Background: an optimization exercise with open tools, aiming at small area. Do not read the settings as production practice.
RTL that was checked went through simulation tests only; none was proved equivalent to the original.

## complex_butterfly_bfp
module complex_butterfly_bfp #(
  parameter int IWL1    = 16,
  parameter int IWL2    = 16,
  parameter int OWL     = 16,
  parameter int LATENCY = 4,
  parameter int EXPW    = 5
) (
  input  logic            clk,
  input  logic            rst,
  input  logic            strb_in,
  input  logic [1:0]      mode,
  input  logic [IWL1-1:0] din1_re,
  input  logic [IWL1-1:0] din1_im,
  input  logic [IWL2-1:0] din2_re,
  input  logic [IWL2-1:0] din2_im,
  input  logic [IWL1-1:0] din3_re,
  input  logic [IWL1-1:0] din3_im,
  input  logic            stage_clr,
  input  logic            frame_start,
  output logic [OWL-1:0]  dout1_re,
  output logic [OWL-1:0]  dout1_im,
  output logic [OWL-1:0]  dout2_re,
  output logic [OWL-1:0]  dout2_im,
  output logic            strb_out,
  output logic            sat_out,
  output logic            grow,
  output logic [EXPW-1:0] blk_exp,
  output logic            busy,
  output logic            clr_err
);
  logic        auto_sh, auto_sh_new, clr_acc, grow_hit;
  logic [1:0]  sh_in, sh1;
  logic [3:0]  vld;
  logic [15:0] b_re, b_im, w_re, w_im;
  logic [16:0] q_re_d, q_im_d, ap_re_d, ap_im_d;
  logic [16:0] q_re, q_im, ap_re, ap_im;
  logic [64:0] w2, w3, w3b, w4;
  assign b_re = din1_re;
  assign b_im = din1_im;
  assign w_re = din2_re;
  assign w_im = din2_im;
  logic one1;
  logic two2;
  logic pp3;
  logic pp4;
  logic pp5;
  logic pp6;
  logic pp7;
  logic pp8;
  logic pp9;
  logic pp10;
  ...
Settings: LEC_CHECK=0, ABC_AREA=1, CAP_MARGIN=20, CORE_MARGIN=2, CORE_UTILIZATION=40, SLEW_MARGIN=20, SYNTH_HIERARCHICAL=1, SYNTH_MINIMUM_KEEP_SIZE=0; clock period 11.0 ns.
run.sh (not shown) runs the stock make flow with config.mk's settings and CLKGATE_MAP_FILE= SYNTH_SCRIPT=/design/flow/synth_recipe.tcl, a recipe that flattens the netlist after the stock synthesis.
Change:
--- a/flow/config.mk
+++ b/flow/config.mk
@@ -11,0 +12 @@
+export CTS_BUF_LIST = sky130_fd_sc_hd__clkbuf_4
Outcome:
- via count climbs by 1.3%
- critical path depth is unchanged
- final area hardly moves
- final cell count climbs by 1.7%
- sequential cell count does not change
- worst hold slack stays flat
- wire length is about the same
- sequential share of layout area is about the same
- clock skew climbs by 0.053 ns
- synthesized area does not change
No run of this note included a check of the RTL's function; only the layout flow was run.


## build 21
complex_butterfly_bfp, a different RTL version from the one above (not shown whole).
For scale: about 2800 cells after synthesis, roughly 280 flip-flops, roughly 180 I/O pins.
// complex_butterfly_bfp
module complex_butterfly_bfp #(
  parameter int IWL1    = 16,
  parameter int IWL2    = 16,
  parameter int OWL     = 16,
  parameter int LATENCY = 4,
  parameter int EXPW    = 5
) (
  input  logic            clk,
  input  logic            rst,
  input  logic            strb_in,
  input  logic [1:0]      mode,
  input  logic [IWL1-1:0] din1_re,
  input  logic [IWL1-1:0] din1_im,
  input  logic [IWL2-1:0] din2_re,
  input  logic [IWL2-1:0] din2_im,
  input  logic [IWL1-1:0] din3_re,
  input  logic [IWL1-1:0] din3_im,
  input  logic            stage_clr,
  input  logic            frame_start,
  output logic [OWL-1:0]  dout1_re,
  output logic [OWL-1:0]  dout1_im,
  output logic [OWL-1:0]  dout2_re,
  output logic [OWL-1:0]  dout2_im,
  output logic            strb_out,
  output logic            sat_out,
  output logic            grow,
  output logic [EXPW-1:0] blk_exp,
  output logic            busy,
  output logic            clr_err
);
clock: 11.0 ns
lec_check: 0
abc_area: 1
cap_margin: 0
core_margin: 2
core_utilization: 75
slew_margin: 0
synth_hierarchical: 1
synth_minimum_keep_size: 0
standard.sh (not shown) runs the stock make flow with config.mk's settings and CLKGATE_MAP_FILE= SYNTH_SCRIPT=/design/flow/synth_recipe.tcl, a recipe that flattens the netlist after the stock synthesis.
==> flow/flow/run.sh <==
#!/bin/bash
# The standard ORFS layout (standard.sh) with these changes:
#  - synthesis is the standard flow's own script, except that ABC maps with area-oriented scripts
#    (flow/abc_leaf.script and flow/abc_area.script, hooked in by flow/abc_override.tcl);
#  - the ports are buffered with the platform's smallest buffer (buf_1) instead of the
#    delay buffer that buffer_ports picks by default;
#  - clock tree synthesis clusters the flip-flops into groups of at most 10 driven by clkbuf_4
#    and inserts no dummy loads.
set -euo pipefail
W=$(pwd)
export BUFFER_PORTS_ARGS="-buffer_cell sky130_fd_sc_hd__buf_1"
export CTS_ARGS="-sink_clustering_enable -repair_clock_nets -dont_use_dummy_load -sink_clustering_size 10 -sink_clustering_max_diameter 30 -buf_list sky130_fd_sc_hd__clkbuf_4"
export MY_ABC_SCRIPT=$W/flow/abc_area.script
export MY_ABC_LEAF_SCRIPT=$W/flow/abc_leaf.script
{ head -n 1 synth_recipe.tcl; cat flow/abc_override.tcl; tail -n +2 synth_recipe.tcl; } > area_synth.tcl
sed "s#SYNTH_SCRIPT=[^ ]*#SYNTH_SCRIPT=$W/area_synth.tcl#" standard.sh > area_synth.sh
bash area_synth.sh synth > synth_flow.log 2>&1
bash standard.sh > standard_flow.log 2>&1
==> flow/flow/abc_area.script <==
strash
dc2
dch -f
map -a
mfs2
strash
dch -f
map -a
topo
stime -c
==> flow/flow/abc_leaf.script <==
strash
dc2
dch -f
amap
==> flow/flow/abc_override.tcl <==
# Inserted into the standard flow's synthesis script (synth_recipe.tcl) after its first line. Only the
# final ABC technology mapping changes: the small gate modules (bao22, bao222n, bnand2) are
# mapped first with flow/abc_leaf.script (ABC's area mapper amap), then the rest of the design
# with flow/abc_area.script (area-oriented map). Everything else, including the flip-flop
# mapping, stays as in the standard flow's synthesis.
rename synth ::synth_recipe
proc synth {args} {
  ::synth_recipe {*}$args
  if { [info commands ::orig_abc] eq "" } {
    rename ::abc ::orig_abc
    proc ::abc {args} {
      set i [lsearch -exact $args -script]
      if { $i >= 0 } {
        set leaf [lreplace $args $i [expr {$i + 1}] -script $::env(MY_ABC_LEAF_SCRIPT)]
        puts "abc with flow/abc_leaf.script: $leaf bao22 bao222n bnand2"
        ::orig_abc {*}$leaf bao22 bao222n bnand2
        set args [lreplace $args $i [expr {$i + 1}] -script $::env(MY_ABC_SCRIPT)]
      }
      puts "abc with flow/abc_area.script: $args"
      ::orig_abc {*}$args
    }
  }
}
Build 21 went all the way through the flow, and no timing, DRC or antenna check failed.
The inputs of build 52 differ from those of build 21 as listed below.
Settings: a change of CORE_UTILIZATION from 75 to 60.
-- flow/flow/run.sh --
<<< build 21, line 5
#  - the ports are buffered with the platform's smallest buffer (buf_1) instead of the
#    delay buffer that buffer_ports picks by default;
#  - clock tree synthesis clusters the flip-flops into groups of at most 10 driven by clkbuf_4
#    and inserts no dummy loads.
set -euo pipefail
>>> build 52, line 5
#  - the ports are buffered with the platform's smallest buffer (buf_1) instead of the
#    delay buffer that buffer_ports picks by default;
#  - clock tree synthesis clusters the flip-flops into larger groups driven by clkbuf_8
#    and inserts no dummy loads.
set -euo pipefail
==> flow/flow/abc_area.script <==
strash
dch -f
map -a
mfs2
strash
dch -f
map -a
topo
stime -c
==> comparison <==
- Build 21 and build 52 all finish clean.
- [compare] base=build 21 new=build 52: routed wire length has decreased; total of clock buffers placed in the layout moved up; design area +1.2%.
- Between build 52 and build 21, it is build 52 whose global routing met2 resource utilization is lower, by 15 points.
- Diff build 21 -> build 52: gate count of the mapped netlist now sits higher.
- Between build 21 and build 52, non-clock buffer count is higher for build 21, build 52 comes in under that.
- When build 52 is measured against build 21, its post-synthesis cell area turns out about 0.6% higher.
- Relative to build 21, the HPWL after detailed placement of build 52 is lower by 530 um.
### build 52 -> build 89
Settings: a change of CORE_UTILIZATION from 60 to 70.
Between build 89 and build 52, it is build 89 whose maximum frequency is lower, by about 1.8%.
The run with more routed wire is build 89, not build 52.
The lower first-pass GRT wire length of build 52 and build 89 is in build 52.
Re clock-buffer cell count: build 52 and build 89 aren't equal, and the higher value belongs to build 52.
Diff build 52 -> build 89: core utilization went up 10 points; total number of tap cells went down about 19%; number of global-route vias before repair went up about 4.6%; area of all placed cells without fillers went down 270 sq um.
Here is what was changed in the inputs of build 24 compared with build 89.
Settings: CORE_UTILIZATION changed from 70 to 80.
-- flow/flow/run.sh --
<<< build 89, line 5
#  - the ports are buffered with the platform's smallest buffer (buf_1) instead of the
#    delay buffer that buffer_ports picks by default;
#  - clock tree synthesis clusters the flip-flops into larger groups driven by clkbuf_8
#    and inserts no dummy loads.
set -euo pipefail
>>> build 24, line 5
#  - the ports are buffered with the platform's smallest buffer (buf_1) instead of the
#    delay buffer that buffer_ports picks by default;
#  - clock tree synthesis clusters the flip-flops into groups of at most 10 driven by clkbuf_4
#    and inserts no dummy loads.
set -euo pipefail
==> flow/flow/abc_area.script <==
strash
dc2
dch -f
map -a
mfs2
strash
dch -f
map -a
topo
stime -c
==> comparison <==
In build 24 the implementation completed, yet the final layout does not meet the checks, the culprit being setup timing.
Build 24 vs build 89: routability congestion estimate from global placement down in build 24
Summary of build 24 over build 89: global-route wire length before repair grew by about 11%; sequential share of layout area held steady; met1 capacity usage during global routing grew by 11 points; ratio of cells with drive above 1 in the final layout grew by 0.67 points.
From build 89 to build 24 the numbers moved as follows: worst hold slack across all endpoints saw a decrease, total detailed-routing wirelength went up by 12000 um.

## what the ideal ports hide
In the flow no input, the clock included, has a driving cell. The finished layouts below were timed again as built, in two steps. Step 1 (the two cells are an assumption about what drives the block):
set clk [get_ports {clk}]
set_driving_cell -lib_cell sky130_fd_sc_hd__clkbuf_16 $clk
set_driving_cell -lib_cell sky130_fd_sc_hd__buf_2 [delete_from_list [all_inputs] $clk]
Step 2 times the ports against the registers' clock, not the clock port: input delays grow and output delays shrink by t, the midpoint of the rising clock arrivals with the driver on. Slacks: no drivers / after step 1 / after step 2; pairs: no drivers / after step 1.
run | t, ns | setup WS [ns] | worst hold slack (ns) | latest minus earliest clock arrival (ns) | worst register clock-pin slew, ns
the first run of note 1 | 0.603 | 2.248 / 2.215 / 1.612 | 0.323 / 0.323 / 0.323 | 0.026 / 0.025 | 0.08 / 0.08
the second run of note 1 | 0.786 | 2.401 / 2.364 / 1.578 | 0.321 / 0.321 / 0.321 | 0.084 / 0.084 | 0.07 / 0.07
build 21 | 0.652 | 1.050 / 1.050 / 1.050 | 0.291 / 0.291 / 0.291 | 0.068 / 0.068 | 0.11 / 0.11
build 52 | 0.637 | 0.878 / 0.878 / 0.878 | 0.270 / 0.270 / 0.270 | 0.093 / 0.093 | 0.11 / 0.11
build 89 | 0.611 | 0.693 / 0.693 / 0.693 | 0.323 / 0.323 / 0.323 | 0.060 / 0.061 | 0.10 / 0.10
build 24 | 0.669 | -0.018 / -0.018 / -0.018 | 0.307 / 0.307 / 0.307 | 0.064 / 0.064 | 0.12 / 0.12
For the second run of note 1, which loses most, drivers alone change the setup slack by -0.037 ns; drivers and shift together by -0.823 ns.
